This is an optimization exercise on Yosys and OpenROAD, whose aim is small area, a short achievable clock period and few clock cycles per item, not a production implementation.
The RTL was checked by simulation tests, not by an equivalence proof against the original design.
Power is estimated from default activity; no workload was simulated.

<file path="flow/run.sh">
#!/bin/bash
# Standard synthesis, then the standard layout with timing repair aimed
# below the clock period (setup margin), so the achieved period shrinks.
set -euo pipefail
MARGIN=$(cat flow/margin.txt)
bash standard.sh synth > synth.log 2>&1
bash standard.sh SETUP_SLACK_MARGIN=$MARGIN finish > layout.log 2>&1
</file>
<file path="standard.sh">
#!/bin/bash
# synth_recipe.tcl (not shown) runs the flow's synth.tcl, then flattens the netlist and writes it again
# the make line also repeats each setting of config.mk as NAME=value (left out here)
make -C /OpenROAD-flow-scripts/flow DESIGN_CONFIG=/design/flow/config.mk WORK_HOME=/design/flow/orfs CLKGATE_MAP_FILE= SYNTH_SCRIPT=/design/flow/synth_recipe.tcl "${@:-finish}"
</file>
<file path="design.v">
module ex_stage (
    input  logic        clk,
    input  logic        rst,
    input  logic        id_ex_valid,
    input  logic [31:0] id_ex_pc,
    input  logic [31:0] id_ex_rs1_data,
    input  logic [31:0] id_ex_rs2_data,
    input  logic [31:0] id_ex_imm,
    input  logic        id_ex_alu_src,
    input  logic [3:0]  id_ex_alu_op,
    input  logic        id_ex_branch,
    input  logic [2:0]  id_ex_funct3,
    input  logic [4:0]  id_ex_rd,
    input  logic        id_ex_reg_write,
    input  logic        id_ex_mem_read,
    input  logic        id_ex_mem_write,
    input  logic        id_ex_mem_to_reg,
    input  logic [1:0]  forwardA,
    input  logic [1:0]  forwardB,
    input  logic [31:0] mem_wb_fwd_data,
    input  logic        mem_stall,
    input  logic        flush,
    output logic        ex_busy,
    output logic        ex_mem_valid,
    output logic        ex_mem_reg_write,
    output logic        ex_mem_mem_read,
    output logic        ex_mem_mem_write,
    output logic        ex_mem_mem_to_reg,
    output logic [31:0] ex_mem_alu_result,
    output logic [31:0] ex_mem_store_data,
    output logic [4:0]  ex_mem_rd,
    output logic        ex_mem_branch_taken,
    output logic [31:0] ex_mem_branch_target
);
    logic [31:0] opa, fwdb, opb;
    always_comb begin
        case (forwardA)
            2'b01:   opa = ex_mem_alu_result;
            2'b10:   opa = mem_wb_fwd_data;
            default: opa = id_ex_rs1_data;
        endcase
        case (forwardB)
            2'b01:   fwdb = ex_mem_alu_result;
            2'b10:   fwdb = mem_wb_fwd_data;
            default: fwdb = id_ex_rs2_data;
        endcase
        opb = id_ex_alu_src ? id_ex_imm : fwdb;
    end
    logic        is_sub;
    logic [32:0] sum;
    logic        ltu, lts;
    logic [31:0] sh_in, sh_out, sh_rev;
    logic        sh_left, sh_fill;
    logic [31:0] alu_res;
    assign is_sub = (id_ex_alu_op != 4'd0);
    assign sum    = {1'b0, opa} + {1'b0, is_sub ? ~opb : opb} + {32'd0, is_sub};
    assign ltu    = ~sum[32];
    assign lts    = (opa[31] ^ opb[31]) ? opa[31] : sum[31];
    assign sh_left = (id_ex_alu_op == 4'd5);
    assign sh_fill = (id_ex_alu_op == 4'd7) & opa[31];
    always_comb begin
        for (int i = 0; i < 32; i++) sh_rev[i] = opa[31-i];
    end
    assign sh_in  = sh_left ? sh_rev : opa;
    assign sh_out = $unsigned({{32{sh_fill}}, sh_in} >> opb[4:0]);
    always_comb begin
        case (id_ex_alu_op)
            4'd0, 4'd1: alu_res = sum[31:0];
            4'd2:       alu_res = opa & opb;
            4'd3:       alu_res = opa | opb;
            4'd4:       alu_res = opa ^ opb;
            4'd5:       for (int i = 0; i < 32; i++) alu_res[i] = sh_out[31-i];
            4'd6, 4'd7: alu_res = sh_out;
            4'd8:       alu_res = {31'd0, lts};
            4'd9:       alu_res = {31'd0, ltu};
            default:    alu_res = opb;    
        endcase
    end
    logic [3:0]  sel_q;           
    logic         cl_q;            
    logic [31:0]  hh;              
    logic [7:0]  bsl;
    logic [39:0] xs, xc;          
    logic [8:0]  lowsum;
    logic         is_mul;
    logic [23:0] lo_q;
    logic [31:0] pp0;
    logic [31:0] pp1;
    logic [31:0] pp2;
    logic [31:0] pp3;
    logic [31:0] pp4;
    logic [31:0] pp5;
    logic [31:0] pp6;
    logic [31:0] pp7;
    logic fs0, fc0;
    logic fs1, fc1;
    logic fs2, fc2;
    logic fs3, fc3;
    logic fs4, fc4;
    logic fs5, fc5;
    logic fs6, fc6;
    logic fs7, fc7;
    logic fs8, fc8;
    logic fs9, fc9;
    logic fs10, fc10;
    logic fs11, fc11;
    logic fs12, fc12;
    logic fs13, fc13;
    logic fs14, fc14;
    logic fs15, fc15;
    logic fs16, fc16;
    logic fs17, fc17;
    logic fs18, fc18;
    logic fs19, fc19;
    logic fs20, fc20;
    logic fs21, fc21;
    logic fs22, fc22;
    logic fs23, fc23;
    logic fs24, fc24;
    logic fs25, fc25;
    logic fs26, fc26;
    logic fs27, fc27;
    logic fs28, fc28;
    logic fs29, fc29;
    logic fs30, fc30;
    logic fs31, fc31;
    logic fs32, fc32;
    logic fs33, fc33;
    logic fs34, fc34;
    logic fs35, fc35;
    logic fs36, fc36;
    logic fs37, fc37;
    logic fs38, fc38;
    logic fs39, fc39;
    logic fs40, fc40;
    logic fs41, fc41;
    logic fs42, fc42;
    logic fs43, fc43;
    logic fs44, fc44;
    logic fs45, fc45;
    logic fs46, fc46;
    logic fs47, fc47;
    logic fs48, fc48;
    logic fs49, fc49;
    logic fs50, fc50;
    logic fs51, fc51;
    logic fs52, fc52;
    logic fs53, fc53;
    logic fs54, fc54;
    logic fs55, fc55;
    logic fs56, fc56;
    logic fs57, fc57;
    logic fs58, fc58;
    logic fs59, fc59;
    logic fs60, fc60;
    logic fs61, fc61;
    logic fs62, fc62;
    logic fs63, fc63;
    logic fs64, fc64;
    logic fs65, fc65;
    logic fs66, fc66;
    logic fs67, fc67;
    logic fs68, fc68;
    logic fs69, fc69;
    logic fs70, fc70;
    logic fs71, fc71;
    logic fs72, fc72;
    logic fs73, fc73;
    logic fs74, fc74;
    logic fs75, fc75;
    logic fs76, fc76;
    logic fs77, fc77;
    logic fs78, fc78;
    logic fs79, fc79;
    logic fs80, fc80;
    logic fs81, fc81;
    logic fs82, fc82;
    logic fs83, fc83;
    logic fs84, fc84;
    logic fs85, fc85;
    logic fs86, fc86;
    logic fs87, fc87;
    logic fs88, fc88;
    logic fs89, fc89;
    logic fs90, fc90;
    logic fs91, fc91;
    logic fs92, fc92;
    logic fs93, fc93;
    logic fs94, fc94;
    logic fs95, fc95;
    logic fs96, fc96;
    logic fs97, fc97;
    logic fs98, fc98;
    logic fs99, fc99;
    logic fs100, fc100;
    logic fs101, fc101;
    logic fs102, fc102;
    logic fs103, fc103;
    logic fs104, fc104;
    logic fs105, fc105;
    logic fs106, fc106;
    logic fs107, fc107;
    logic fs108, fc108;
    logic fs109, fc109;
    logic fs110, fc110;
    logic fs111, fc111;
    logic fs112, fc112;
    logic fs113, fc113;
    logic fs114, fc114;
    logic fs115, fc115;
    logic fs116, fc116;
    logic fs117, fc117;
    logic fs118, fc118;
    logic fs119, fc119;
    logic fs120, fc120;
    logic fs121, fc121;
    logic fs122, fc122;
    logic fs123, fc123;
    logic fs124, fc124;
    logic fs125, fc125;
    logic fs126, fc126;
    logic fs127, fc127;
    logic fs128, fc128;
    logic fs129, fc129;
    logic fs130, fc130;
    logic fs131, fc131;
    logic fs132, fc132;
    logic fs133, fc133;
    logic fs134, fc134;
    logic fs135, fc135;
    logic fs136, fc136;
    logic fs137, fc137;
    logic fs138, fc138;
    logic fs139, fc139;
    logic fs140, fc140;
    logic fs141, fc141;
    logic fs142, fc142;
    logic fs143, fc143;
    logic fs144, fc144;
    logic fs145, fc145;
    logic fs146, fc146;
    logic fs147, fc147;
    logic fs148, fc148;
    logic fs149, fc149;
    logic fs150, fc150;
    logic fs151, fc151;
    logic fs152, fc152;
    logic fs153, fc153;
    logic fs154, fc154;
    logic fs155, fc155;
    logic fs156, fc156;
    logic fs157, fc157;
    logic fs158, fc158;
    logic fs159, fc159;
    logic fs160, fc160;
    logic fs161, fc161;
    logic fs162, fc162;
    logic fs163, fc163;
    logic fs164, fc164;
    logic fs165, fc165;
    logic fs166, fc166;
    logic fs167, fc167;
    logic fs168, fc168;
    logic fs169, fc169;
    logic fs170, fc170;
    logic fs171, fc171;
    logic fs172, fc172;
    logic fs173, fc173;
    logic fs174, fc174;
    logic fs175, fc175;
    logic fs176, fc176;
    logic fs177, fc177;
    logic fs178, fc178;
    logic fs179, fc179;
    logic fs180, fc180;
    logic fs181, fc181;
    logic fs182, fc182;
    logic fs183, fc183;
    logic fs184, fc184;
    logic fs185, fc185;
    logic fs186, fc186;
    logic fs187, fc187;
    logic fs188, fc188;
    logic fs189, fc189;
    logic fs190, fc190;
    logic fs191, fc191;
    logic fs192, fc192;
    logic fs193, fc193;
    logic fs194, fc194;
    logic fs195, fc195;
    logic fs196, fc196;
    logic fs197, fc197;
    logic fs198, fc198;
    logic fs199, fc199;
    logic fs200, fc200;
    logic fs201, fc201;
    logic fs202, fc202;
    logic fs203, fc203;
    logic fs204, fc204;
    logic fs205, fc205;
    logic fs206, fc206;
    logic fs207, fc207;
    logic fs208, fc208;
    logic fs209, fc209;
    logic hs0, hc0;
    logic hs1, hc1;
    logic hs2, hc2;
    logic hs3, hc3;
    logic hs4, hc4;
    logic hs5, hc5;
    logic hs6, hc6;
    assign is_mul = id_ex_alu_op[3] & id_ex_alu_op[1];    
    logic [31:0] b_rs2, b_mwb, b_exm, b_imm;
    logic [3:0]  g_rs2, g_mwb, g_exm, g_imm;
    logic         fb_exm, fb_mwb;
    assign fb_exm = (forwardB == 2'b01);
    assign fb_mwb = (forwardB == 2'b10);
    assign g_rs2  = sel_q & {4{~id_ex_alu_src & ~fb_exm & ~fb_mwb}};
    assign g_mwb  = sel_q & {4{~id_ex_alu_src & fb_mwb}};
    assign g_exm  = sel_q & {4{~id_ex_alu_src & fb_exm}};
    assign g_imm  = sel_q & {4{id_ex_alu_src}};
    assign b_rs2  = 32'(id_ex_rs2_data);
    assign b_mwb  = 32'(mem_wb_fwd_data);
    assign b_exm  = 32'(ex_mem_alu_result);
    assign b_imm  = 32'(id_ex_imm);
    assign bsl    = (b_rs2[0 +: 8] & {8{g_rs2[0]}}) |
                   (b_mwb[0 +: 8] & {8{g_mwb[0]}}) |
                   (b_exm[0 +: 8] & {8{g_exm[0]}}) |
                   (b_imm[0 +: 8] & {8{g_imm[0]}}) |
                   (b_rs2[8 +: 8] & {8{g_rs2[1]}}) |
                   (b_mwb[8 +: 8] & {8{g_mwb[1]}}) |
                   (b_exm[8 +: 8] & {8{g_exm[1]}}) |
                   (b_imm[8 +: 8] & {8{g_imm[1]}}) |
                   (b_rs2[16 +: 8] & {8{g_rs2[2]}}) |
                   (b_mwb[16 +: 8] & {8{g_mwb[2]}}) |
                   (b_exm[16 +: 8] & {8{g_exm[2]}}) |
                   (b_imm[16 +: 8] & {8{g_imm[2]}}) |
                   (b_rs2[24 +: 8] & {8{g_rs2[3]}}) |
                   (b_mwb[24 +: 8] & {8{g_mwb[3]}}) |
                   (b_exm[24 +: 8] & {8{g_exm[3]}}) |
                   (b_imm[24 +: 8] & {8{g_imm[3]}});
    assign hh     = {32{~sel_q[0]}} & (target_q + store_q + {31'd0, cl_q});
    assign pp0 = opa & {32{bsl[0]}};
    assign pp1 = opa & {32{bsl[1]}};
    assign pp2 = opa & {32{bsl[2]}};
    assign pp3 = opa & {32{bsl[3]}};
    assign pp4 = opa & {32{bsl[4]}};
    assign pp5 = opa & {32{bsl[5]}};
    assign pp6 = opa & {32{bsl[6]}};
    assign pp7 = opa & {32{bsl[7]}};
    assign hs0  = hh[5] ^ pp0[5];
    assign hc0 = hh[5] & pp0[5];
    assign fs0  = hh[6] ^ pp0[6] ^ pp1[5];
    assign fc0 = (hh[6] & pp0[6]) | (hh[6] & pp1[5]) | (pp0[6] & pp1[5]);
    assign hs1  = pp2[4] ^ pp3[3];
    assign hc1 = pp2[4] & pp3[3];
    assign fs1  = hh[7] ^ pp0[7] ^ pp1[6];
    assign fc1 = (hh[7] & pp0[7]) | (hh[7] & pp1[6]) | (pp0[7] & pp1[6]);
    assign fs2  = pp2[5] ^ pp3[4] ^ pp4[3];
    assign fc2 = (pp2[5] & pp3[4]) | (pp2[5] & pp4[3]) | (pp3[4] & pp4[3]);
    assign hs2  = pp5[2] ^ pp6[1];
    assign hc2 = pp5[2] & pp6[1];
    assign fs3  = hh[8] ^ pp0[8] ^ pp1[7];
    assign fc3 = (hh[8] & pp0[8]) | (hh[8] & pp1[7]) | (pp0[8] & pp1[7]);
    assign fs4  = pp2[6] ^ pp3[5] ^ pp4[4];
    assign fc4 = (pp2[6] & pp3[5]) | (pp2[6] & pp4[4]) | (pp3[5] & pp4[4]);
    assign fs5  = pp5[3] ^ pp6[2] ^ pp7[1];
    assign fc5 = (pp5[3] & pp6[2]) | (pp5[3] & pp7[1]) | (pp6[2] & pp7[1]);
    assign fs6  = hh[9] ^ pp0[9] ^ pp1[8];
    assign fc6 = (hh[9] & pp0[9]) | (hh[9] & pp1[8]) | (pp0[9] & pp1[8]);
    assign fs7  = pp2[7] ^ pp3[6] ^ pp4[5];
    assign fc7 = (pp2[7] & pp3[6]) | (pp2[7] & pp4[5]) | (pp3[6] & pp4[5]);
    assign fs8  = pp5[4] ^ pp6[3] ^ pp7[2];
    assign fc8 = (pp5[4] & pp6[3]) | (pp5[4] & pp7[2]) | (pp6[3] & pp7[2]);
    assign fs9  = hh[10] ^ pp0[10] ^ pp1[9];
    assign fc9 = (hh[10] & pp0[10]) | (hh[10] & pp1[9]) | (pp0[10] & pp1[9]);
    assign fs10  = pp2[8] ^ pp3[7] ^ pp4[6];
    assign fc10 = (pp2[8] & pp3[7]) | (pp2[8] & pp4[6]) | (pp3[7] & pp4[6]);
    assign fs11  = pp5[5] ^ pp6[4] ^ pp7[3];
    assign fc11 = (pp5[5] & pp6[4]) | (pp5[5] & pp7[3]) | (pp6[4] & pp7[3]);
    assign fs12  = hh[11] ^ pp0[11] ^ pp1[10];
    assign fc12 = (hh[11] & pp0[11]) | (hh[11] & pp1[10]) | (pp0[11] & pp1[10]);
    assign fs13  = pp2[9] ^ pp3[8] ^ pp4[7];
    assign fc13 = (pp2[9] & pp3[8]) | (pp2[9] & pp4[7]) | (pp3[8] & pp4[7]);
    assign fs14  = pp5[6] ^ pp6[5] ^ pp7[4];
    assign fc14 = (pp5[6] & pp6[5]) | (pp5[6] & pp7[4]) | (pp6[5] & pp7[4]);
    assign fs15  = hh[12] ^ pp0[12] ^ pp1[11];
    assign fc15 = (hh[12] & pp0[12]) | (hh[12] & pp1[11]) | (pp0[12] & pp1[11]);
    assign fs16  = pp2[10] ^ pp3[9] ^ pp4[8];
    assign fc16 = (pp2[10] & pp3[9]) | (pp2[10] & pp4[8]) | (pp3[9] & pp4[8]);
    assign fs17  = pp5[7] ^ pp6[6] ^ pp7[5];
    assign fc17 = (pp5[7] & pp6[6]) | (pp5[7] & pp7[5]) | (pp6[6] & pp7[5]);
    assign fs18  = hh[13] ^ pp0[13] ^ pp1[12];
    assign fc18 = (hh[13] & pp0[13]) | (hh[13] & pp1[12]) | (pp0[13] & pp1[12]);
    assign fs19  = pp2[11] ^ pp3[10] ^ pp4[9];
    assign fc19 = (pp2[11] & pp3[10]) | (pp2[11] & pp4[9]) | (pp3[10] & pp4[9]);
    assign fs20  = pp5[8] ^ pp6[7] ^ pp7[6];
    assign fc20 = (pp5[8] & pp6[7]) | (pp5[8] & pp7[6]) | (pp6[7] & pp7[6]);
    assign fs21  = hh[14] ^ pp0[14] ^ pp1[13];
    assign fc21 = (hh[14] & pp0[14]) | (hh[14] & pp1[13]) | (pp0[14] & pp1[13]);
    assign fs22  = pp2[12] ^ pp3[11] ^ pp4[10];
    assign fc22 = (pp2[12] & pp3[11]) | (pp2[12] & pp4[10]) | (pp3[11] & pp4[10]);
    assign fs23  = pp5[9] ^ pp6[8] ^ pp7[7];
    assign fc23 = (pp5[9] & pp6[8]) | (pp5[9] & pp7[7]) | (pp6[8] & pp7[7]);
    assign fs24  = hh[15] ^ pp0[15] ^ pp1[14];
    assign fc24 = (hh[15] & pp0[15]) | (hh[15] & pp1[14]) | (pp0[15] & pp1[14]);
    assign fs25  = pp2[13] ^ pp3[12] ^ pp4[11];
    assign fc25 = (pp2[13] & pp3[12]) | (pp2[13] & pp4[11]) | (pp3[12] & pp4[11]);
    assign fs26  = pp5[10] ^ pp6[9] ^ pp7[8];
    assign fc26 = (pp5[10] & pp6[9]) | (pp5[10] & pp7[8]) | (pp6[9] & pp7[8]);
    assign fs27  = hh[16] ^ pp0[16] ^ pp1[15];
    assign fc27 = (hh[16] & pp0[16]) | (hh[16] & pp1[15]) | (pp0[16] & pp1[15]);
    assign fs28  = pp2[14] ^ pp3[13] ^ pp4[12];
    assign fc28 = (pp2[14] & pp3[13]) | (pp2[14] & pp4[12]) | (pp3[13] & pp4[12]);
    assign fs29  = pp5[11] ^ pp6[10] ^ pp7[9];
    assign fc29 = (pp5[11] & pp6[10]) | (pp5[11] & pp7[9]) | (pp6[10] & pp7[9]);
    assign fs30  = hh[17] ^ pp0[17] ^ pp1[16];
    assign fc30 = (hh[17] & pp0[17]) | (hh[17] & pp1[16]) | (pp0[17] & pp1[16]);
    assign fs31  = pp2[15] ^ pp3[14] ^ pp4[13];
    assign fc31 = (pp2[15] & pp3[14]) | (pp2[15] & pp4[13]) | (pp3[14] & pp4[13]);
    assign fs32  = pp5[12] ^ pp6[11] ^ pp7[10];
    assign fc32 = (pp5[12] & pp6[11]) | (pp5[12] & pp7[10]) | (pp6[11] & pp7[10]);
    assign fs33  = hh[18] ^ pp0[18] ^ pp1[17];
    assign fc33 = (hh[18] & pp0[18]) | (hh[18] & pp1[17]) | (pp0[18] & pp1[17]);
    assign fs34  = pp2[16] ^ pp3[15] ^ pp4[14];
    assign fc34 = (pp2[16] & pp3[15]) | (pp2[16] & pp4[14]) | (pp3[15] & pp4[14]);
    assign fs35  = pp5[13] ^ pp6[12] ^ pp7[11];
    assign fc35 = (pp5[13] & pp6[12]) | (pp5[13] & pp7[11]) | (pp6[12] & pp7[11]);
    assign fs36  = hh[19] ^ pp0[19] ^ pp1[18];
    assign fc36 = (hh[19] & pp0[19]) | (hh[19] & pp1[18]) | (pp0[19] & pp1[18]);
    assign fs37  = pp2[17] ^ pp3[16] ^ pp4[15];
    assign fc37 = (pp2[17] & pp3[16]) | (pp2[17] & pp4[15]) | (pp3[16] & pp4[15]);
    assign fs38  = pp5[14] ^ pp6[13] ^ pp7[12];
    assign fc38 = (pp5[14] & pp6[13]) | (pp5[14] & pp7[12]) | (pp6[13] & pp7[12]);
    assign fs39  = hh[20] ^ pp0[20] ^ pp1[19];
    assign fc39 = (hh[20] & pp0[20]) | (hh[20] & pp1[19]) | (pp0[20] & pp1[19]);
    assign fs40  = pp2[18] ^ pp3[17] ^ pp4[16];
    assign fc40 = (pp2[18] & pp3[17]) | (pp2[18] & pp4[16]) | (pp3[17] & pp4[16]);
    assign fs41  = pp5[15] ^ pp6[14] ^ pp7[13];
    assign fc41 = (pp5[15] & pp6[14]) | (pp5[15] & pp7[13]) | (pp6[14] & pp7[13]);
    assign fs42  = hh[21] ^ pp0[21] ^ pp1[20];
    assign fc42 = (hh[21] & pp0[21]) | (hh[21] & pp1[20]) | (pp0[21] & pp1[20]);
    assign fs43  = pp2[19] ^ pp3[18] ^ pp4[17];
    assign fc43 = (pp2[19] & pp3[18]) | (pp2[19] & pp4[17]) | (pp3[18] & pp4[17]);
    assign fs44  = pp5[16] ^ pp6[15] ^ pp7[14];
    assign fc44 = (pp5[16] & pp6[15]) | (pp5[16] & pp7[14]) | (pp6[15] & pp7[14]);
    assign fs45  = hh[22] ^ pp0[22] ^ pp1[21];
    assign fc45 = (hh[22] & pp0[22]) | (hh[22] & pp1[21]) | (pp0[22] & pp1[21]);
    assign fs46  = pp2[20] ^ pp3[19] ^ pp4[18];
    assign fc46 = (pp2[20] & pp3[19]) | (pp2[20] & pp4[18]) | (pp3[19] & pp4[18]);
    assign fs47  = pp5[17] ^ pp6[16] ^ pp7[15];
    assign fc47 = (pp5[17] & pp6[16]) | (pp5[17] & pp7[15]) | (pp6[16] & pp7[15]);
    assign fs48  = hh[23] ^ pp0[23] ^ pp1[22];
    assign fc48 = (hh[23] & pp0[23]) | (hh[23] & pp1[22]) | (pp0[23] & pp1[22]);
    assign fs49  = pp2[21] ^ pp3[20] ^ pp4[19];
    assign fc49 = (pp2[21] & pp3[20]) | (pp2[21] & pp4[19]) | (pp3[20] & pp4[19]);
    assign fs50  = pp5[18] ^ pp6[17] ^ pp7[16];
    assign fc50 = (pp5[18] & pp6[17]) | (pp5[18] & pp7[16]) | (pp6[17] & pp7[16]);
    assign fs51  = hh[24] ^ pp0[24] ^ pp1[23];
    assign fc51 = (hh[24] & pp0[24]) | (hh[24] & pp1[23]) | (pp0[24] & pp1[23]);
    assign fs52  = pp2[22] ^ pp3[21] ^ pp4[20];
    assign fc52 = (pp2[22] & pp3[21]) | (pp2[22] & pp4[20]) | (pp3[21] & pp4[20]);
    assign fs53  = pp5[19] ^ pp6[18] ^ pp7[17];
    assign fc53 = (pp5[19] & pp6[18]) | (pp5[19] & pp7[17]) | (pp6[18] & pp7[17]);
    assign fs54  = hh[25] ^ pp0[25] ^ pp1[24];
    assign fc54 = (hh[25] & pp0[25]) | (hh[25] & pp1[24]) | (pp0[25] & pp1[24]);
    assign fs55  = pp2[23] ^ pp3[22] ^ pp4[21];
    assign fc55 = (pp2[23] & pp3[22]) | (pp2[23] & pp4[21]) | (pp3[22] & pp4[21]);
    assign fs56  = pp5[20] ^ pp6[19] ^ pp7[18];
    assign fc56 = (pp5[20] & pp6[19]) | (pp5[20] & pp7[18]) | (pp6[19] & pp7[18]);
    assign fs57  = hh[26] ^ pp0[26] ^ pp1[25];
    assign fc57 = (hh[26] & pp0[26]) | (hh[26] & pp1[25]) | (pp0[26] & pp1[25]);
    assign fs58  = pp2[24] ^ pp3[23] ^ pp4[22];
    assign fc58 = (pp2[24] & pp3[23]) | (pp2[24] & pp4[22]) | (pp3[23] & pp4[22]);
    assign fs59  = pp5[21] ^ pp6[20] ^ pp7[19];
    assign fc59 = (pp5[21] & pp6[20]) | (pp5[21] & pp7[19]) | (pp6[20] & pp7[19]);
    assign fs60  = hh[27] ^ pp0[27] ^ pp1[26];
    assign fc60 = (hh[27] & pp0[27]) | (hh[27] & pp1[26]) | (pp0[27] & pp1[26]);
    assign fs61  = pp2[25] ^ pp3[24] ^ pp4[23];
    assign fc61 = (pp2[25] & pp3[24]) | (pp2[25] & pp4[23]) | (pp3[24] & pp4[23]);
    assign fs62  = pp5[22] ^ pp6[21] ^ pp7[20];
    assign fc62 = (pp5[22] & pp6[21]) | (pp5[22] & pp7[20]) | (pp6[21] & pp7[20]);
    assign fs63  = hh[28] ^ pp0[28] ^ pp1[27];
    assign fc63 = (hh[28] & pp0[28]) | (hh[28] & pp1[27]) | (pp0[28] & pp1[27]);
    assign fs64  = pp2[26] ^ pp3[25] ^ pp4[24];
    assign fc64 = (pp2[26] & pp3[25]) | (pp2[26] & pp4[24]) | (pp3[25] & pp4[24]);
    assign fs65  = pp5[23] ^ pp6[22] ^ pp7[21];
    assign fc65 = (pp5[23] & pp6[22]) | (pp5[23] & pp7[21]) | (pp6[22] & pp7[21]);
    assign fs66  = hh[29] ^ pp0[29] ^ pp1[28];
    assign fc66 = (hh[29] & pp0[29]) | (hh[29] & pp1[28]) | (pp0[29] & pp1[28]);
    assign fs67  = pp2[27] ^ pp3[26] ^ pp4[25];
    assign fc67 = (pp2[27] & pp3[26]) | (pp2[27] & pp4[25]) | (pp3[26] & pp4[25]);
    assign fs68  = pp5[24] ^ pp6[23] ^ pp7[22];
    assign fc68 = (pp5[24] & pp6[23]) | (pp5[24] & pp7[22]) | (pp6[23] & pp7[22]);
    assign fs69  = hh[30] ^ pp0[30] ^ pp1[29];
    assign fc69 = (hh[30] & pp0[30]) | (hh[30] & pp1[29]) | (pp0[30] & pp1[29]);
    assign fs70  = pp2[28] ^ pp3[27] ^ pp4[26];
    assign fc70 = (pp2[28] & pp3[27]) | (pp2[28] & pp4[26]) | (pp3[27] & pp4[26]);
    assign fs71  = pp5[25] ^ pp6[24] ^ pp7[23];
    assign fc71 = (pp5[25] & pp6[24]) | (pp5[25] & pp7[23]) | (pp6[24] & pp7[23]);
    assign fs72  = hh[31] ^ pp0[31] ^ pp1[30];
    assign fc72 = (hh[31] & pp0[31]) | (hh[31] & pp1[30]) | (pp0[31] & pp1[30]);
    assign fs73  = pp2[29] ^ pp3[28] ^ pp4[27];
    assign fc73 = (pp2[29] & pp3[28]) | (pp2[29] & pp4[27]) | (pp3[28] & pp4[27]);
    assign fs74  = pp5[26] ^ pp6[25] ^ pp7[24];
    assign fc74 = (pp5[26] & pp6[25]) | (pp5[26] & pp7[24]) | (pp6[25] & pp7[24]);
    assign fs75  = pp1[31] ^ pp2[30] ^ pp3[29];
    assign fc75 = (pp1[31] & pp2[30]) | (pp1[31] & pp3[29]) | (pp2[30] & pp3[29]);
    assign fs76  = pp4[28] ^ pp5[27] ^ pp6[26];
    assign fc76 = (pp4[28] & pp5[27]) | (pp4[28] & pp6[26]) | (pp5[27] & pp6[26]);
    assign fs77  = pp2[31] ^ pp3[30] ^ pp4[29];
    assign fc77 = (pp2[31] & pp3[30]) | (pp2[31] & pp4[29]) | (pp3[30] & pp4[29]);
    assign hs3  = hh[3] ^ pp0[3];
    assign hc3 = hh[3] & pp0[3];
    assign fs78  = hh[4] ^ pp0[4] ^ pp1[3];
    assign fc78 = (hh[4] & pp0[4]) | (hh[4] & pp1[3]) | (pp0[4] & pp1[3]);
    assign hs4  = pp2[2] ^ pp3[1];
    assign hc4 = pp2[2] & pp3[1];
    assign fs79  = pp1[4] ^ pp2[3] ^ pp3[2];
    assign fc79 = (pp1[4] & pp2[3]) | (pp1[4] & pp3[2]) | (pp2[3] & pp3[2]);
    assign fs80  = pp4[1] ^ pp5[0] ^ hs0;
    assign fc80 = (pp4[1] & pp5[0]) | (pp4[1] & hs0) | (pp5[0] & hs0);
    assign fs81  = pp4[2] ^ pp5[1] ^ pp6[0];
    assign fc81 = (pp4[2] & pp5[1]) | (pp4[2] & pp6[0]) | (pp5[1] & pp6[0]);
    assign fs82  = hc0 ^ fs0 ^ hs1;
    assign fc82 = (hc0 & fs0) | (hc0 & hs1) | (fs0 & hs1);
    assign fs83  = pp7[0] ^ fc0 ^ hc1;
    assign fc83 = (pp7[0] & fc0) | (pp7[0] & hc1) | (fc0 & hc1);
    assign fs84  = fs1 ^ fs2 ^ hs2;
    assign fc84 = (fs1 & fs2) | (fs1 & hs2) | (fs2 & hs2);
    assign fs85  = fc1 ^ fc2 ^ hc2;
    assign fc85 = (fc1 & fc2) | (fc1 & hc2) | (fc2 & hc2);
    assign fs86  = fs3 ^ fs4 ^ fs5;
    assign fc86 = (fs3 & fs4) | (fs3 & fs5) | (fs4 & fs5);
    assign fs87  = fc3 ^ fc4 ^ fc5;
    assign fc87 = (fc3 & fc4) | (fc3 & fc5) | (fc4 & fc5);
    assign fs88  = fs6 ^ fs7 ^ fs8;
    assign fc88 = (fs6 & fs7) | (fs6 & fs8) | (fs7 & fs8);
    assign fs89  = fc6 ^ fc7 ^ fc8;
    assign fc89 = (fc6 & fc7) | (fc6 & fc8) | (fc7 & fc8);
    assign fs90  = fs9 ^ fs10 ^ fs11;
    assign fc90 = (fs9 & fs10) | (fs9 & fs11) | (fs10 & fs11);
    assign fs91  = fc9 ^ fc10 ^ fc11;
    assign fc91 = (fc9 & fc10) | (fc9 & fc11) | (fc10 & fc11);
    assign fs92  = fs12 ^ fs13 ^ fs14;
    assign fc92 = (fs12 & fs13) | (fs12 & fs14) | (fs13 & fs14);
    assign fs93  = fc12 ^ fc13 ^ fc14;
    assign fc93 = (fc12 & fc13) | (fc12 & fc14) | (fc13 & fc14);
    assign fs94  = fs15 ^ fs16 ^ fs17;
    assign fc94 = (fs15 & fs16) | (fs15 & fs17) | (fs16 & fs17);
    assign fs95  = fc15 ^ fc16 ^ fc17;
    assign fc95 = (fc15 & fc16) | (fc15 & fc17) | (fc16 & fc17);
    assign fs96  = fs18 ^ fs19 ^ fs20;
    assign fc96 = (fs18 & fs19) | (fs18 & fs20) | (fs19 & fs20);
    assign fs97  = fc18 ^ fc19 ^ fc20;
    assign fc97 = (fc18 & fc19) | (fc18 & fc20) | (fc19 & fc20);
    assign fs98  = fs21 ^ fs22 ^ fs23;
    assign fc98 = (fs21 & fs22) | (fs21 & fs23) | (fs22 & fs23);
    assign fs99  = fc21 ^ fc22 ^ fc23;
    assign fc99 = (fc21 & fc22) | (fc21 & fc23) | (fc22 & fc23);
    assign fs100  = fs24 ^ fs25 ^ fs26;
    assign fc100 = (fs24 & fs25) | (fs24 & fs26) | (fs25 & fs26);
    assign fs101  = fc24 ^ fc25 ^ fc26;
    assign fc101 = (fc24 & fc25) | (fc24 & fc26) | (fc25 & fc26);
    assign fs102  = fs27 ^ fs28 ^ fs29;
    assign fc102 = (fs27 & fs28) | (fs27 & fs29) | (fs28 & fs29);
    assign fs103  = fc27 ^ fc28 ^ fc29;
    assign fc103 = (fc27 & fc28) | (fc27 & fc29) | (fc28 & fc29);
    assign fs104  = fs30 ^ fs31 ^ fs32;
    assign fc104 = (fs30 & fs31) | (fs30 & fs32) | (fs31 & fs32);
    assign fs105  = fc30 ^ fc31 ^ fc32;
    assign fc105 = (fc30 & fc31) | (fc30 & fc32) | (fc31 & fc32);
    assign fs106  = fs33 ^ fs34 ^ fs35;
    assign fc106 = (fs33 & fs34) | (fs33 & fs35) | (fs34 & fs35);
    assign fs107  = fc33 ^ fc34 ^ fc35;
    assign fc107 = (fc33 & fc34) | (fc33 & fc35) | (fc34 & fc35);
    assign fs108  = fs36 ^ fs37 ^ fs38;
    assign fc108 = (fs36 & fs37) | (fs36 & fs38) | (fs37 & fs38);
    assign fs109  = fc36 ^ fc37 ^ fc38;
    assign fc109 = (fc36 & fc37) | (fc36 & fc38) | (fc37 & fc38);
    assign fs110  = fs39 ^ fs40 ^ fs41;
    assign fc110 = (fs39 & fs40) | (fs39 & fs41) | (fs40 & fs41);
    assign fs111  = fc39 ^ fc40 ^ fc41;
    assign fc111 = (fc39 & fc40) | (fc39 & fc41) | (fc40 & fc41);
    assign fs112  = fs42 ^ fs43 ^ fs44;
    assign fc112 = (fs42 & fs43) | (fs42 & fs44) | (fs43 & fs44);
    assign fs113  = fc42 ^ fc43 ^ fc44;
    assign fc113 = (fc42 & fc43) | (fc42 & fc44) | (fc43 & fc44);
    assign fs114  = fs45 ^ fs46 ^ fs47;
    assign fc114 = (fs45 & fs46) | (fs45 & fs47) | (fs46 & fs47);
    assign fs115  = fc45 ^ fc46 ^ fc47;
    assign fc115 = (fc45 & fc46) | (fc45 & fc47) | (fc46 & fc47);
    assign fs116  = fs48 ^ fs49 ^ fs50;
    assign fc116 = (fs48 & fs49) | (fs48 & fs50) | (fs49 & fs50);
    assign fs117  = fc48 ^ fc49 ^ fc50;
    assign fc117 = (fc48 & fc49) | (fc48 & fc50) | (fc49 & fc50);
    assign fs118  = fs51 ^ fs52 ^ fs53;
    assign fc118 = (fs51 & fs52) | (fs51 & fs53) | (fs52 & fs53);
    assign fs119  = fc51 ^ fc52 ^ fc53;
    assign fc119 = (fc51 & fc52) | (fc51 & fc53) | (fc52 & fc53);
    assign fs120  = fs54 ^ fs55 ^ fs56;
    assign fc120 = (fs54 & fs55) | (fs54 & fs56) | (fs55 & fs56);
    assign fs121  = fc54 ^ fc55 ^ fc56;
    assign fc121 = (fc54 & fc55) | (fc54 & fc56) | (fc55 & fc56);
    assign fs122  = fs57 ^ fs58 ^ fs59;
    assign fc122 = (fs57 & fs58) | (fs57 & fs59) | (fs58 & fs59);
    assign fs123  = fc57 ^ fc58 ^ fc59;
    assign fc123 = (fc57 & fc58) | (fc57 & fc59) | (fc58 & fc59);
    assign fs124  = fs60 ^ fs61 ^ fs62;
    assign fc124 = (fs60 & fs61) | (fs60 & fs62) | (fs61 & fs62);
    assign fs125  = fc60 ^ fc61 ^ fc62;
    assign fc125 = (fc60 & fc61) | (fc60 & fc62) | (fc61 & fc62);
    assign fs126  = fs63 ^ fs64 ^ fs65;
    assign fc126 = (fs63 & fs64) | (fs63 & fs65) | (fs64 & fs65);
    assign fs127  = fc63 ^ fc64 ^ fc65;
    assign fc127 = (fc63 & fc64) | (fc63 & fc65) | (fc64 & fc65);
    assign fs128  = fs66 ^ fs67 ^ fs68;
    assign fc128 = (fs66 & fs67) | (fs66 & fs68) | (fs67 & fs68);
    assign fs129  = fc66 ^ fc67 ^ fc68;
    assign fc129 = (fc66 & fc67) | (fc66 & fc68) | (fc67 & fc68);
    assign fs130  = fs69 ^ fs70 ^ fs71;
    assign fc130 = (fs69 & fs70) | (fs69 & fs71) | (fs70 & fs71);
    assign fs131  = fc69 ^ fc70 ^ fc71;
    assign fc131 = (fc69 & fc70) | (fc69 & fc71) | (fc70 & fc71);
    assign fs132  = fs72 ^ fs73 ^ fs74;
    assign fc132 = (fs72 & fs73) | (fs72 & fs74) | (fs73 & fs74);
    assign fs133  = pp7[25] ^ fc72 ^ fc73;
    assign fc133 = (pp7[25] & fc72) | (pp7[25] & fc73) | (fc72 & fc73);
    assign fs134  = fc74 ^ fs75 ^ fs76;
    assign fc134 = (fc74 & fs75) | (fc74 & fs76) | (fs75 & fs76);
    assign fs135  = pp5[28] ^ pp6[27] ^ pp7[26];
    assign fc135 = (pp5[28] & pp6[27]) | (pp5[28] & pp7[26]) | (pp6[27] & pp7[26]);
    assign fs136  = fc75 ^ fc76 ^ fs77;
    assign fc136 = (fc75 & fc76) | (fc75 & fs77) | (fc76 & fs77);
    assign fs137  = pp3[31] ^ pp4[30] ^ pp5[29];
    assign fc137 = (pp3[31] & pp4[30]) | (pp3[31] & pp5[29]) | (pp4[30] & pp5[29]);
    assign fs138  = pp6[28] ^ pp7[27] ^ fc77;
    assign fc138 = (pp6[28] & pp7[27]) | (pp6[28] & fc77) | (pp7[27] & fc77);
    assign fs139  = pp4[31] ^ pp5[30] ^ pp6[29];
    assign fc139 = (pp4[31] & pp5[30]) | (pp4[31] & pp6[29]) | (pp5[30] & pp6[29]);
    assign hs5  = hh[2] ^ pp0[2];
    assign hc5 = hh[2] & pp0[2];
    assign fs140  = pp1[2] ^ pp2[1] ^ pp3[0];
    assign fc140 = (pp1[2] & pp2[1]) | (pp1[2] & pp3[0]) | (pp2[1] & pp3[0]);
    assign fs141  = pp4[0] ^ hc3 ^ fs78;
    assign fc141 = (pp4[0] & hc3) | (pp4[0] & fs78) | (hc3 & fs78);
    assign fs142  = fc78 ^ hc4 ^ fs79;
    assign fc142 = (fc78 & hc4) | (fc78 & fs79) | (hc4 & fs79);
    assign fs143  = fc79 ^ fc80 ^ fs81;
    assign fc143 = (fc79 & fc80) | (fc79 & fs81) | (fc80 & fs81);
    assign fs144  = fc81 ^ fc82 ^ fs83;
    assign fc144 = (fc81 & fc82) | (fc81 & fs83) | (fc82 & fs83);
    assign fs145  = fc83 ^ fc84 ^ fs85;
    assign fc145 = (fc83 & fc84) | (fc83 & fs85) | (fc84 & fs85);
    assign fs146  = fc85 ^ fc86 ^ fs87;
    assign fc146 = (fc85 & fc86) | (fc85 & fs87) | (fc86 & fs87);
    assign fs147  = fc87 ^ fc88 ^ fs89;
    assign fc147 = (fc87 & fc88) | (fc87 & fs89) | (fc88 & fs89);
    assign fs148  = fc89 ^ fc90 ^ fs91;
    assign fc148 = (fc89 & fc90) | (fc89 & fs91) | (fc90 & fs91);
    assign fs149  = fc91 ^ fc92 ^ fs93;
    assign fc149 = (fc91 & fc92) | (fc91 & fs93) | (fc92 & fs93);
    assign fs150  = fc93 ^ fc94 ^ fs95;
    assign fc150 = (fc93 & fc94) | (fc93 & fs95) | (fc94 & fs95);
    assign fs151  = fc95 ^ fc96 ^ fs97;
    assign fc151 = (fc95 & fc96) | (fc95 & fs97) | (fc96 & fs97);
    assign fs152  = fc97 ^ fc98 ^ fs99;
    assign fc152 = (fc97 & fc98) | (fc97 & fs99) | (fc98 & fs99);
    assign fs153  = fc99 ^ fc100 ^ fs101;
    assign fc153 = (fc99 & fc100) | (fc99 & fs101) | (fc100 & fs101);
    assign fs154  = fc101 ^ fc102 ^ fs103;
    assign fc154 = (fc101 & fc102) | (fc101 & fs103) | (fc102 & fs103);
    assign fs155  = fc103 ^ fc104 ^ fs105;
    assign fc155 = (fc103 & fc104) | (fc103 & fs105) | (fc104 & fs105);
    assign fs156  = fc105 ^ fc106 ^ fs107;
    assign fc156 = (fc105 & fc106) | (fc105 & fs107) | (fc106 & fs107);
    assign fs157  = fc107 ^ fc108 ^ fs109;
    assign fc157 = (fc107 & fc108) | (fc107 & fs109) | (fc108 & fs109);
    assign fs158  = fc109 ^ fc110 ^ fs111;
    assign fc158 = (fc109 & fc110) | (fc109 & fs111) | (fc110 & fs111);
    assign fs159  = fc111 ^ fc112 ^ fs113;
    assign fc159 = (fc111 & fc112) | (fc111 & fs113) | (fc112 & fs113);
    assign fs160  = fc113 ^ fc114 ^ fs115;
    assign fc160 = (fc113 & fc114) | (fc113 & fs115) | (fc114 & fs115);
    assign fs161  = fc115 ^ fc116 ^ fs117;
    assign fc161 = (fc115 & fc116) | (fc115 & fs117) | (fc116 & fs117);
    assign fs162  = fc117 ^ fc118 ^ fs119;
    assign fc162 = (fc117 & fc118) | (fc117 & fs119) | (fc118 & fs119);
    assign fs163  = fc119 ^ fc120 ^ fs121;
    assign fc163 = (fc119 & fc120) | (fc119 & fs121) | (fc120 & fs121);
    assign fs164  = fc121 ^ fc122 ^ fs123;
    assign fc164 = (fc121 & fc122) | (fc121 & fs123) | (fc122 & fs123);
    assign fs165  = fc123 ^ fc124 ^ fs125;
    assign fc165 = (fc123 & fc124) | (fc123 & fs125) | (fc124 & fs125);
    assign fs166  = fc125 ^ fc126 ^ fs127;
    assign fc166 = (fc125 & fc126) | (fc125 & fs127) | (fc126 & fs127);
    assign fs167  = fc127 ^ fc128 ^ fs129;
    assign fc167 = (fc127 & fc128) | (fc127 & fs129) | (fc128 & fs129);
    assign fs168  = fc129 ^ fc130 ^ fs131;
    assign fc168 = (fc129 & fc130) | (fc129 & fs131) | (fc130 & fs131);
    assign fs169  = fc131 ^ fc132 ^ fs133;
    assign fc169 = (fc131 & fc132) | (fc131 & fs133) | (fc132 & fs133);
    assign fs170  = fc133 ^ fc134 ^ fs135;
    assign fc170 = (fc133 & fc134) | (fc133 & fs135) | (fc134 & fs135);
    assign fs171  = fc135 ^ fc136 ^ fs137;
    assign fc171 = (fc135 & fc136) | (fc135 & fs137) | (fc136 & fs137);
    assign fs172  = pp7[28] ^ fc137 ^ fc138;
    assign fc172 = (pp7[28] & fc137) | (pp7[28] & fc138) | (fc137 & fc138);
    assign fs173  = pp5[31] ^ pp6[30] ^ pp7[29];
    assign fc173 = (pp5[31] & pp6[30]) | (pp5[31] & pp7[29]) | (pp6[30] & pp7[29]);
    assign hs6  = hh[1] ^ pp0[1];
    assign hc6 = hh[1] & pp0[1];
    assign fs174  = pp1[1] ^ pp2[0] ^ hs5;
    assign fc174 = (pp1[1] & pp2[0]) | (pp1[1] & hs5) | (pp2[0] & hs5);
    assign fs175  = hs3 ^ hc5 ^ fs140;
    assign fc175 = (hs3 & hc5) | (hs3 & fs140) | (hc5 & fs140);
    assign fs176  = hs4 ^ fc140 ^ fs141;
    assign fc176 = (hs4 & fc140) | (hs4 & fs141) | (fc140 & fs141);
    assign fs177  = fs80 ^ fc141 ^ fs142;
    assign fc177 = (fs80 & fc141) | (fs80 & fs142) | (fc141 & fs142);
    assign fs178  = fs82 ^ fc142 ^ fs143;
    assign fc178 = (fs82 & fc142) | (fs82 & fs143) | (fc142 & fs143);
    assign fs179  = fs84 ^ fc143 ^ fs144;
    assign fc179 = (fs84 & fc143) | (fs84 & fs144) | (fc143 & fs144);
    assign fs180  = fs86 ^ fc144 ^ fs145;
    assign fc180 = (fs86 & fc144) | (fs86 & fs145) | (fc144 & fs145);
    assign fs181  = fs88 ^ fc145 ^ fs146;
    assign fc181 = (fs88 & fc145) | (fs88 & fs146) | (fc145 & fs146);
    assign fs182  = fs90 ^ fc146 ^ fs147;
    assign fc182 = (fs90 & fc146) | (fs90 & fs147) | (fc146 & fs147);
    assign fs183  = fs92 ^ fc147 ^ fs148;
    assign fc183 = (fs92 & fc147) | (fs92 & fs148) | (fc147 & fs148);
    assign fs184  = fs94 ^ fc148 ^ fs149;
    assign fc184 = (fs94 & fc148) | (fs94 & fs149) | (fc148 & fs149);
    assign fs185  = fs96 ^ fc149 ^ fs150;
    assign fc185 = (fs96 & fc149) | (fs96 & fs150) | (fc149 & fs150);
    assign fs186  = fs98 ^ fc150 ^ fs151;
    assign fc186 = (fs98 & fc150) | (fs98 & fs151) | (fc150 & fs151);
    assign fs187  = fs100 ^ fc151 ^ fs152;
    assign fc187 = (fs100 & fc151) | (fs100 & fs152) | (fc151 & fs152);
    assign fs188  = fs102 ^ fc152 ^ fs153;
    assign fc188 = (fs102 & fc152) | (fs102 & fs153) | (fc152 & fs153);
    assign fs189  = fs104 ^ fc153 ^ fs154;
    assign fc189 = (fs104 & fc153) | (fs104 & fs154) | (fc153 & fs154);
    assign fs190  = fs106 ^ fc154 ^ fs155;
    assign fc190 = (fs106 & fc154) | (fs106 & fs155) | (fc154 & fs155);
    assign fs191  = fs108 ^ fc155 ^ fs156;
    assign fc191 = (fs108 & fc155) | (fs108 & fs156) | (fc155 & fs156);
    assign fs192  = fs110 ^ fc156 ^ fs157;
    assign fc192 = (fs110 & fc156) | (fs110 & fs157) | (fc156 & fs157);
    assign fs193  = fs112 ^ fc157 ^ fs158;
    assign fc193 = (fs112 & fc157) | (fs112 & fs158) | (fc157 & fs158);
    assign fs194  = fs114 ^ fc158 ^ fs159;
    assign fc194 = (fs114 & fc158) | (fs114 & fs159) | (fc158 & fs159);
    assign fs195  = fs116 ^ fc159 ^ fs160;
    assign fc195 = (fs116 & fc159) | (fs116 & fs160) | (fc159 & fs160);
    assign fs196  = fs118 ^ fc160 ^ fs161;
    assign fc196 = (fs118 & fc160) | (fs118 & fs161) | (fc160 & fs161);
    assign fs197  = fs120 ^ fc161 ^ fs162;
    assign fc197 = (fs120 & fc161) | (fs120 & fs162) | (fc161 & fs162);
    assign fs198  = fs122 ^ fc162 ^ fs163;
    assign fc198 = (fs122 & fc162) | (fs122 & fs163) | (fc162 & fs163);
    assign fs199  = fs124 ^ fc163 ^ fs164;
    assign fc199 = (fs124 & fc163) | (fs124 & fs164) | (fc163 & fs164);
    assign fs200  = fs126 ^ fc164 ^ fs165;
    assign fc200 = (fs126 & fc164) | (fs126 & fs165) | (fc164 & fs165);
    assign fs201  = fs128 ^ fc165 ^ fs166;
    assign fc201 = (fs128 & fc165) | (fs128 & fs166) | (fc165 & fs166);
    assign fs202  = fs130 ^ fc166 ^ fs167;
    assign fc202 = (fs130 & fc166) | (fs130 & fs167) | (fc166 & fs167);
    assign fs203  = fs132 ^ fc167 ^ fs168;
    assign fc203 = (fs132 & fc167) | (fs132 & fs168) | (fc167 & fs168);
    assign fs204  = fs134 ^ fc168 ^ fs169;
    assign fc204 = (fs134 & fc168) | (fs134 & fs169) | (fc168 & fs169);
    assign fs205  = fs136 ^ fc169 ^ fs170;
    assign fc205 = (fs136 & fc169) | (fs136 & fs170) | (fc169 & fs170);
    assign fs206  = fs138 ^ fc170 ^ fs171;
    assign fc206 = (fs138 & fc170) | (fs138 & fs171) | (fc170 & fs171);
    assign fs207  = fs139 ^ fc171 ^ fs172;
    assign fc207 = (fs139 & fc171) | (fs139 & fs172) | (fc171 & fs172);
    assign fs208  = fc139 ^ fc172 ^ fs173;
    assign fc208 = (fc139 & fc172) | (fc139 & fs173) | (fc172 & fs173);
    assign fs209  = pp6[31] ^ pp7[30] ^ fc173;
    assign fc209 = (pp6[31] & pp7[30]) | (pp6[31] & fc173) | (pp7[30] & fc173);
    assign xs[0] = hh[0];
    assign xc[0] = pp0[0];
    assign xs[1] = pp1[0];
    assign xc[1] = hs6;
    assign xs[2] = hc6;
    assign xc[2] = fs174;
    assign xs[3] = fc174;
    assign xc[3] = fs175;
    assign xs[4] = fc175;
    assign xc[4] = fs176;
    assign xs[5] = fc176;
    assign xc[5] = fs177;
    assign xs[6] = fc177;
    assign xc[6] = fs178;
    assign xs[7] = fc178;
    assign xc[7] = fs179;
    assign xs[8] = fc179;
    assign xc[8] = fs180;
    assign xs[9] = fc180;
    assign xc[9] = fs181;
    assign xs[10] = fc181;
    assign xc[10] = fs182;
    assign xs[11] = fc182;
    assign xc[11] = fs183;
    assign xs[12] = fc183;
    assign xc[12] = fs184;
    assign xs[13] = fc184;
    assign xc[13] = fs185;
    assign xs[14] = fc185;
    assign xc[14] = fs186;
    assign xs[15] = fc186;
    assign xc[15] = fs187;
    assign xs[16] = fc187;
    assign xc[16] = fs188;
    assign xs[17] = fc188;
    assign xc[17] = fs189;
    assign xs[18] = fc189;
    assign xc[18] = fs190;
    assign xs[19] = fc190;
    assign xc[19] = fs191;
    assign xs[20] = fc191;
    assign xc[20] = fs192;
    assign xs[21] = fc192;
    assign xc[21] = fs193;
    assign xs[22] = fc193;
    assign xc[22] = fs194;
    assign xs[23] = fc194;
    assign xc[23] = fs195;
    assign xs[24] = fc195;
    assign xc[24] = fs196;
    assign xs[25] = fc196;
    assign xc[25] = fs197;
    assign xs[26] = fc197;
    assign xc[26] = fs198;
    assign xs[27] = fc198;
    assign xc[27] = fs199;
    assign xs[28] = fc199;
    assign xc[28] = fs200;
    assign xs[29] = fc200;
    assign xc[29] = fs201;
    assign xs[30] = fc201;
    assign xc[30] = fs202;
    assign xs[31] = fc202;
    assign xc[31] = fs203;
    assign xs[32] = fc203;
    assign xc[32] = fs204;
    assign xs[33] = fc204;
    assign xc[33] = fs205;
    assign xs[34] = fc205;
    assign xc[34] = fs206;
    assign xs[35] = fc206;
    assign xc[35] = fs207;
    assign xs[36] = fc207;
    assign xc[36] = fs208;
    assign xs[37] = fc208;
    assign xc[37] = fs209;
    assign xs[38] = pp7[31];
    assign xc[38] = fc209;
    assign xs[39] = 1'b0;
    assign xc[39] = 1'b0;
    assign lowsum = {1'b0, xs[7:0]} + {1'b0, xc[7:0]};
    logic br_eq, br_ltu, br_lts, br_cond;
    assign br_eq  = (opa == fwdb);
    assign br_ltu = (opa < fwdb);
    assign br_lts = (opa[31] ^ fwdb[31]) ? opa[31] : br_ltu;
    always_comb begin
        case (id_ex_funct3[2:1])
            2'b00:   br_cond = br_eq;
            2'b10:   br_cond = br_lts;
            default: br_cond = br_ltu;
        endcase
        br_cond = br_cond ^ id_ex_funct3[0];
    end
    logic accept, mul_step, last;
    assign last     = sel_q[3];
    assign ex_busy  = is_mul & ~last;
    assign accept   = id_ex_valid & ~ex_busy & ~mem_stall & ~flush;
    assign mul_step = id_ex_valid & is_mul & ~last & ~flush & ~mem_stall;
    always_ff @(posedge clk) begin
        if (rst || flush || !id_ex_valid || accept) begin
            sel_q <= 4'(1);
        end else if (mul_step) begin
            sel_q <= sel_q << 1;
        end
    end
    always_ff @(posedge clk) begin
        if (mul_step) begin
            lo_q <= {lowsum[7:0], lo_q[23:8]};
            cl_q <= lowsum[8];
        end
    end
    logic        valid_q, rw_q, mr_q, mw_q, m2r_q, taken_q;
    logic [31:0] res_s_q, res_c_q, store_q, target_q;
    logic        res_ci_q;
    logic [4:0]  rd_q;
    logic [31:0] res_s_d, res_c_d;
    logic        res_ci_d;
    logic m_lo, m_hi;
    assign m_lo = is_mul & ~id_ex_alu_op[0];
    assign m_hi = is_mul & id_ex_alu_op[0];
    assign res_s_d  = ({32{m_lo}} & {xs[7:0], lo_q}) | ({32{m_hi}} & xs[39:8]) |
                      ({32{~is_mul}} & alu_res);
    assign res_c_d  = ({32{m_lo}} & {xc[7:0], 24'd0}) | ({32{m_hi}} & xc[39:8]);
    assign res_ci_d = m_hi & lowsum[8];
    always_ff @(posedge clk) begin
        if (rst || flush) begin
            valid_q <= 1'b0;
            rw_q    <= 1'b0;
            mr_q    <= 1'b0;
            mw_q    <= 1'b0;
            m2r_q   <= 1'b0;
            taken_q <= 1'b0;
        end else if (!mem_stall) begin
            valid_q <= accept;
            rw_q    <= accept & id_ex_reg_write;
            mr_q    <= accept & id_ex_mem_read;
            mw_q    <= accept & id_ex_mem_write;
            m2r_q   <= accept & id_ex_mem_to_reg;
            taken_q <= accept & id_ex_branch & br_cond;
        end
    end
    always_ff @(posedge clk) begin
        if (accept) begin
            res_s_q   <= res_s_d;
            res_c_q   <= res_c_d;
            res_ci_q  <= res_ci_d;
            store_q   <= fwdb;
            rd_q      <= id_ex_rd;
            target_q  <= id_ex_pc + id_ex_imm;
        end else if (mul_step) begin
            store_q   <= xc[39:8];
            target_q  <= xs[39:8];
        end
    end
    assign ex_mem_valid         = valid_q;
    assign ex_mem_reg_write     = rw_q;
    assign ex_mem_mem_read      = mr_q;
    assign ex_mem_mem_write     = mw_q;
    assign ex_mem_mem_to_reg    = m2r_q;
    assign ex_mem_alu_result    = res_s_q + res_c_q + {31'd0, res_ci_q};
    assign ex_mem_store_data    = store_q;
    assign ex_mem_rd            = rd_q;
    assign ex_mem_branch_taken  = taken_q;
    assign ex_mem_branch_target = target_q;
endmodule
</file>
<file path="config.mk">
export PLATFORM = sky130hd
export DESIGN_NAME = ex_stage
export DESIGN_NICKNAME = ex_stage
export VERILOG_FILES = /design/flow/design.v
export SDC_FILE = /design/flow/constraint.sdc
export NUM_CORES = 4
export LEC_CHECK = 0
export CAP_MARGIN = 20
export CORE_MARGIN = 2
export CORE_UTILIZATION = 20
export SLEW_MARGIN = 20
</file>
<file path="constraint.sdc">
create_clock -name core_clock -period 18.0 [get_ports {clk}]
set_input_delay 3.6000 -clock core_clock [delete_from_list [all_inputs] [get_ports {clk}]]
set_output_delay 3.6000 -clock core_clock [all_outputs]
set_load 0.01 [all_outputs]
</file>
<file path="flow/margin.txt">
10.2
</file>
==> insert_results.sql <==
INSERT INTO impl_metrics (metric_group, metric, value, unit) VALUES
('run_status', 'run_status', 'finished clean', ''),
('yosys', 'post-synth-top-count-cell', 'sky130_fd_sc_hd__nand2_1', ''),
('floorplan', 'standard_cell_rows', '141', ''),
('clocking', 'root_buffer', 'sky130_fd_sc_hd__clkbuf_16', ''),
('grt', 'met3_usage', '8.89', '%'),
('floorplan', 'fp.dieH', '388', 'um'),
('detailed_routing', 'number_of_remaining_drc_errors', '0', ''),
('critical_path', 'worst_ep_required_time', '18.25', 'ns'),
('sta', 'timing.final.setup_violations', '0', ''),
('yosys', 'yosys_register_bits', '169', ''),
('layout', 'layout.filler_cells', '15800', ''),
('grt', 'number_of_global_route_vias_before_repair', '31800', ''),
('clocking', 'worstSkewPairLatency', '0.51', 'ns'),
('critical_path', 'crit_type', 'in2reg', ''),
('yosys', 'synth-edff-count', '159', ''),
('yosys', 'synth_area_leader_cell', 'sky130_fd_sc_hd__edfxtp_1', ''),
('grt', 'global_route.overflow_total', '0', ''),
('floorplan', 'fp.dieArea', '151000', 'sq um'),
('grt', 'top_usage_layer', 'met2', ''),
('sta', 'fin_skew', '0.0269', 'ns'),
('sta', 'setup_tns', '0', 'ns'),
('detailed_routing', 'route.antenna.remaining_nets', '0', ''),
('clocking', 'tritoncts_clock_tree', 'done', ''),
('layout', 'finalCoreUtilization', '27.2', '%'),
('layout', 'nNetsFinal', '4681', ''),
('floorplan', 'initial_core_util', '20.1', '%'),
('floorplan', 'floorplan.die.width', '388', 'um'),
('layout', 'syn_to_final_growth', '35.6', '%'),
('grt', 'use_met1', '27.8', '%'),
('worst_hold_path', 'min-delay-path-class', 'reg2reg', ''),
('layout', 'layout-drive-gt1-share', '22.4', '%'),
('sta', 'slew_headroom', '21.4', '%'),
('critical_path', 'timing.critical_path.fanout_max', '4', ''),
('sta', 'finalCriticalPeriod', '8.04', 'ns'),
('layout', 'post_layout_nonfiller_instances', '5988', ''),
('clocking', 'cts.htree.levels', '4', ''),
('clocking', 'cts_buffers', '17', ''),
('placement', 'hpwl', '137', 'mm'),
('floorplan', 'core_area', '147000', 'sq um'),
('detailed_routing', 'route.detailed.vias_per_inst', '5.72', ''),
('floorplan', 'top_level_port_count', '295', ''),
('critical_path', 'ff2ff_setup_slack', '10.84', 'ns'),
('yosys', 'synth.top_cells.by_area', 'sky130_fd_sc_hd__edfxtp_1 (16%), sky130_fd_sc_hd__fa_1 (15%), sky130_fd_sc_hd__ha_1 (10%)', ''),
('placement', 'io_port_bufs', '294', ''),
('critical_path', 'timing.critical_path.to_type', 'flop', ''),
('clocking', 'cts_max_path_buffers', '2', ''),
('sta', 'rsz_0062_raised_after_global_routing', 'true', ''),
('yosys', 'dominantRegCellSynth', 'sky130_fd_sc_hd__edfxtp_1', ''),
('detailed_routing', 'routed-via-count', '34200', ''),
('sta', 'final-hold-violation-count', '0', ''),
('clocking', 'hold_buffers', '0', ''),
('sta', 'final_min_period_over_clock_period', '44.7', '%'),
('sta', 'slew_violations', '0', ''),
('critical_path', 'critPathLaunchType', 'primary input', ''),
('yosys', 'total_number_of_yosys_warnings', '1', ''),
('power_and_ir_drop', 'powerDensity', '86.7', 'nW/um^2'),
('run', 'max_cap_violations', '0', ''),
('power_and_ir_drop', 'power_leakage', '15.5', 'nW'),
('grt', 'maximum_number_of_pins_on_one_net_before_global_route_repair', '93', ''),
('yosys', 'syn_area_per_cell', '8.03', 'sq um'),
('detailed_routing', 'finalWirelength', '181', 'mm'),
('grt', 'grt.total_usage', '23.0', '%'),
('placement', 'globalplace.congestion', '1.08', ''),
('yosys', 'number_of_nets_produced_by_synthesis', '4320', ''),
('yosys', 'top_post_synthesis_cells_by_count', 'sky130_fd_sc_hd__nand2_1 (456), sky130_fd_sc_hd__nor2_1 (308), sky130_fd_sc_hd__inv_1 (271)', ''),
('grt', 'grt_pass1_wl', '248', 'mm'),
('yosys', 'post-synth-top-area-fraction', '16.2', '%'),
('yosys', 'async_reset_ff_share', '0', '%'),
('clocking', 'cts.sink_count', '169', ''),
('yosys', 'post_synth_num_cell_types', '117', ''),
('clocking', 'cts.reportedPaths.clkPinSlew', '0.07', 'ns');
[path summary, 6_finish.rpt]
| check | depth (start not counted) | to | start |
|---|---|---|---|
| setup / recovery | 18 | res_ci_q$_DFFE_PP_ | id_ex_imm[3] |
| hold / removal | 0 | lo_q[4]$_DFFE_PP_ | lo_q[12]$_DFFE_PP_ |
| setup reg to reg | 27 | res_s_q[0]$_DFFE_PP_ | res_s_q[0]$_DFFE_PP_ |
| hold reg to reg | 0 | lo_q[4]$_DFFE_PP_ | lo_q[12]$_DFFE_PP_ |
[what timing repair did]
action,in CTS,in global routing
endpoints found under the hold margin,0,0
buffers inserted,113,49
resized for setup,490,287
pin swaps,112,141
endpoints found under the setup margin,146,102
cloned,12,1
[kinds of logic after synthesis]
family          synth area share, %
compound gates                 26.5
simple gates                   19.5
buf+inv                        6.71
mux                            1.91
xor+xnor                       3.88
flops                          16.8
fa+ha+maj                      24.7
[final cells by class]
class	count	area, sq um	area share [%]
Clock inverter	13	145	0.362
Sequential cell	169	4980	12.4
Antenna cell	7	17.5	0.0437
Tap cell	1930	2410	6.03
Multi-Input combinational cell	2999	25000	62.5
Inverter	281	1140	2.84
Timing Repair Buffer	572	5930	14.8
Clock buffer	17	425	1.06
[through the flow]
step                      setup WS (ns)  total power, mW  hold WS (ns)  area [sq um]
after floorplan                    9.84             1.76         0.422         30000
after global placement             7.89             2.62         0.430         35200
after detailed placement           7.93             2.64         0.430         35200
after CTS                         10.05             3.24         0.451         38600
after global routing               9.96             3.60         0.455         40000
final                              9.96             3.47         0.455         40100
[worst max-delay path, cell delays in order]
cell and delay, ns:
sky130_fd_sc_hd__clkdlybuf4s15_2 0.30, sky130_fd_sc_hd__a22o_1 0.30, sky130_fd_sc_hd__a221oi_4 0.40, sky130_fd_sc_hd__o221ai_2 0.14
sky130_fd_sc_hd__a221o_1 0.30, sky130_fd_sc_hd__a221o_2 0.39, sky130_fd_sc_hd__buf_12 0.17, sky130_fd_sc_hd__and2_4 0.15
sky130_fd_sc_hd__fa_1 0.47, sky130_fd_sc_hd__inv_1 0.05, sky130_fd_sc_hd__fa_1 0.49, sky130_fd_sc_hd__inv_2 0.04
sky130_fd_sc_hd__fa_2 0.59, sky130_fd_sc_hd__ha_4 0.23, sky130_fd_sc_hd__a21oi_4 0.17, sky130_fd_sc_hd__o21bai_1 0.08
sky130_fd_sc_hd__a21o_1 0.20, sky130_fd_sc_hd__and3_1 0.17
[placed cells by master, fill, tap and decap left out, types with 34 or more instances in the layout]
master and n:
sky130_fd_sc_hd__nand2b_1 59, sky130_fd_sc_hd__nor2_1 273, sky130_fd_sc_hd__ha_1 214, sky130_fd_sc_hd__dlygate4sd2_1 35
sky130_fd_sc_hd__and3_1 53, sky130_fd_sc_hd__buf_4 189, sky130_fd_sc_hd__a221o_1 38, sky130_fd_sc_hd__clkdlybuf4s50_1 230
sky130_fd_sc_hd__a21oi_1 205, sky130_fd_sc_hd__inv_2 56, sky130_fd_sc_hd__o21ai_1 36, sky130_fd_sc_hd__a21o_1 58
sky130_fd_sc_hd__o21a_1 36, sky130_fd_sc_hd__a22oi_1 46, sky130_fd_sc_hd__inv_1 206, sky130_fd_sc_hd__edfxtp_1 159
sky130_fd_sc_hd__xnor2_1 77, sky130_fd_sc_hd__xor2_1 40, sky130_fd_sc_hd__nand4_1 34, sky130_fd_sc_hd__nand3_1 71
sky130_fd_sc_hd__o21ai_0 189, sky130_fd_sc_hd__fa_1 117, sky130_fd_sc_hd__buf_12 37, sky130_fd_sc_hd__buf_6 37
sky130_fd_sc_hd__o211ai_1 52, sky130_fd_sc_hd__nor3_1 50, sky130_fd_sc_hd__fa_2 100, sky130_fd_sc_hd__nand2_1 440
[state kept, by name, indices dropped and copies added (netlist names), 4 cells and up]
| name | cells |
|---|---|
| lo_q | 24 |
| rd_q | 5 |
| res_c_q | 32 |
| res_s_q | 32 |
| sel_q | 4 |
| store_q | 32 |
| target_q | 32 |
[power by group]
| group | switching [mW] | internal, mW |
|---|---|---|
| Clock | 0.196 | 0.205 |
| Combinational | 1.53 | 1.01 |
| Sequential | 0.0288 | 0.510 |
| Total | 1.75 | 1.72 |
[per-layer routing]
| metal | up-vias | part of all wire [%] |
|---|---|---|
| met5 | - | 0.069 |
| met4 | 18 | 8.3 |
| met3 | 722 | 14 |
| met2 | 2700 | 41 |
| met1 | 16700 | 36 |
| li1 | 14100 | - |
Testbench counts, summed over its fixed seeds: cycles 25,557, instructions 16,000.

==> re-timing with driven ports <==
The flow's constraints put no driver on any port. The routed layout listed below was extracted and timed again, unchanged, in two steps. Step 1 sets driving cells, clkbuf_16 on the clock port and buf_2 on the other inputs (assumed; they add their load-dependent delay and slew). Step 2 also shifts input and output timing later by t, the mid clock arrival at the registers, as if the neighbouring blocks saw the same clock. Slacks: no drivers / after step 1 / after step 2; pairs: no drivers / after step 1.
t (ns): 0.566
slack for setup (ns): 9.960 / 9.990 / 9.425
clock arrival spread, ns: 0.027 / 0.027
worst slew at a driven data input, ns: 0.14
After both steps this run still meets setup and hold. For this run, drivers alone change the setup slack by +0.030 ns; drivers and shift together by -0.535 ns.
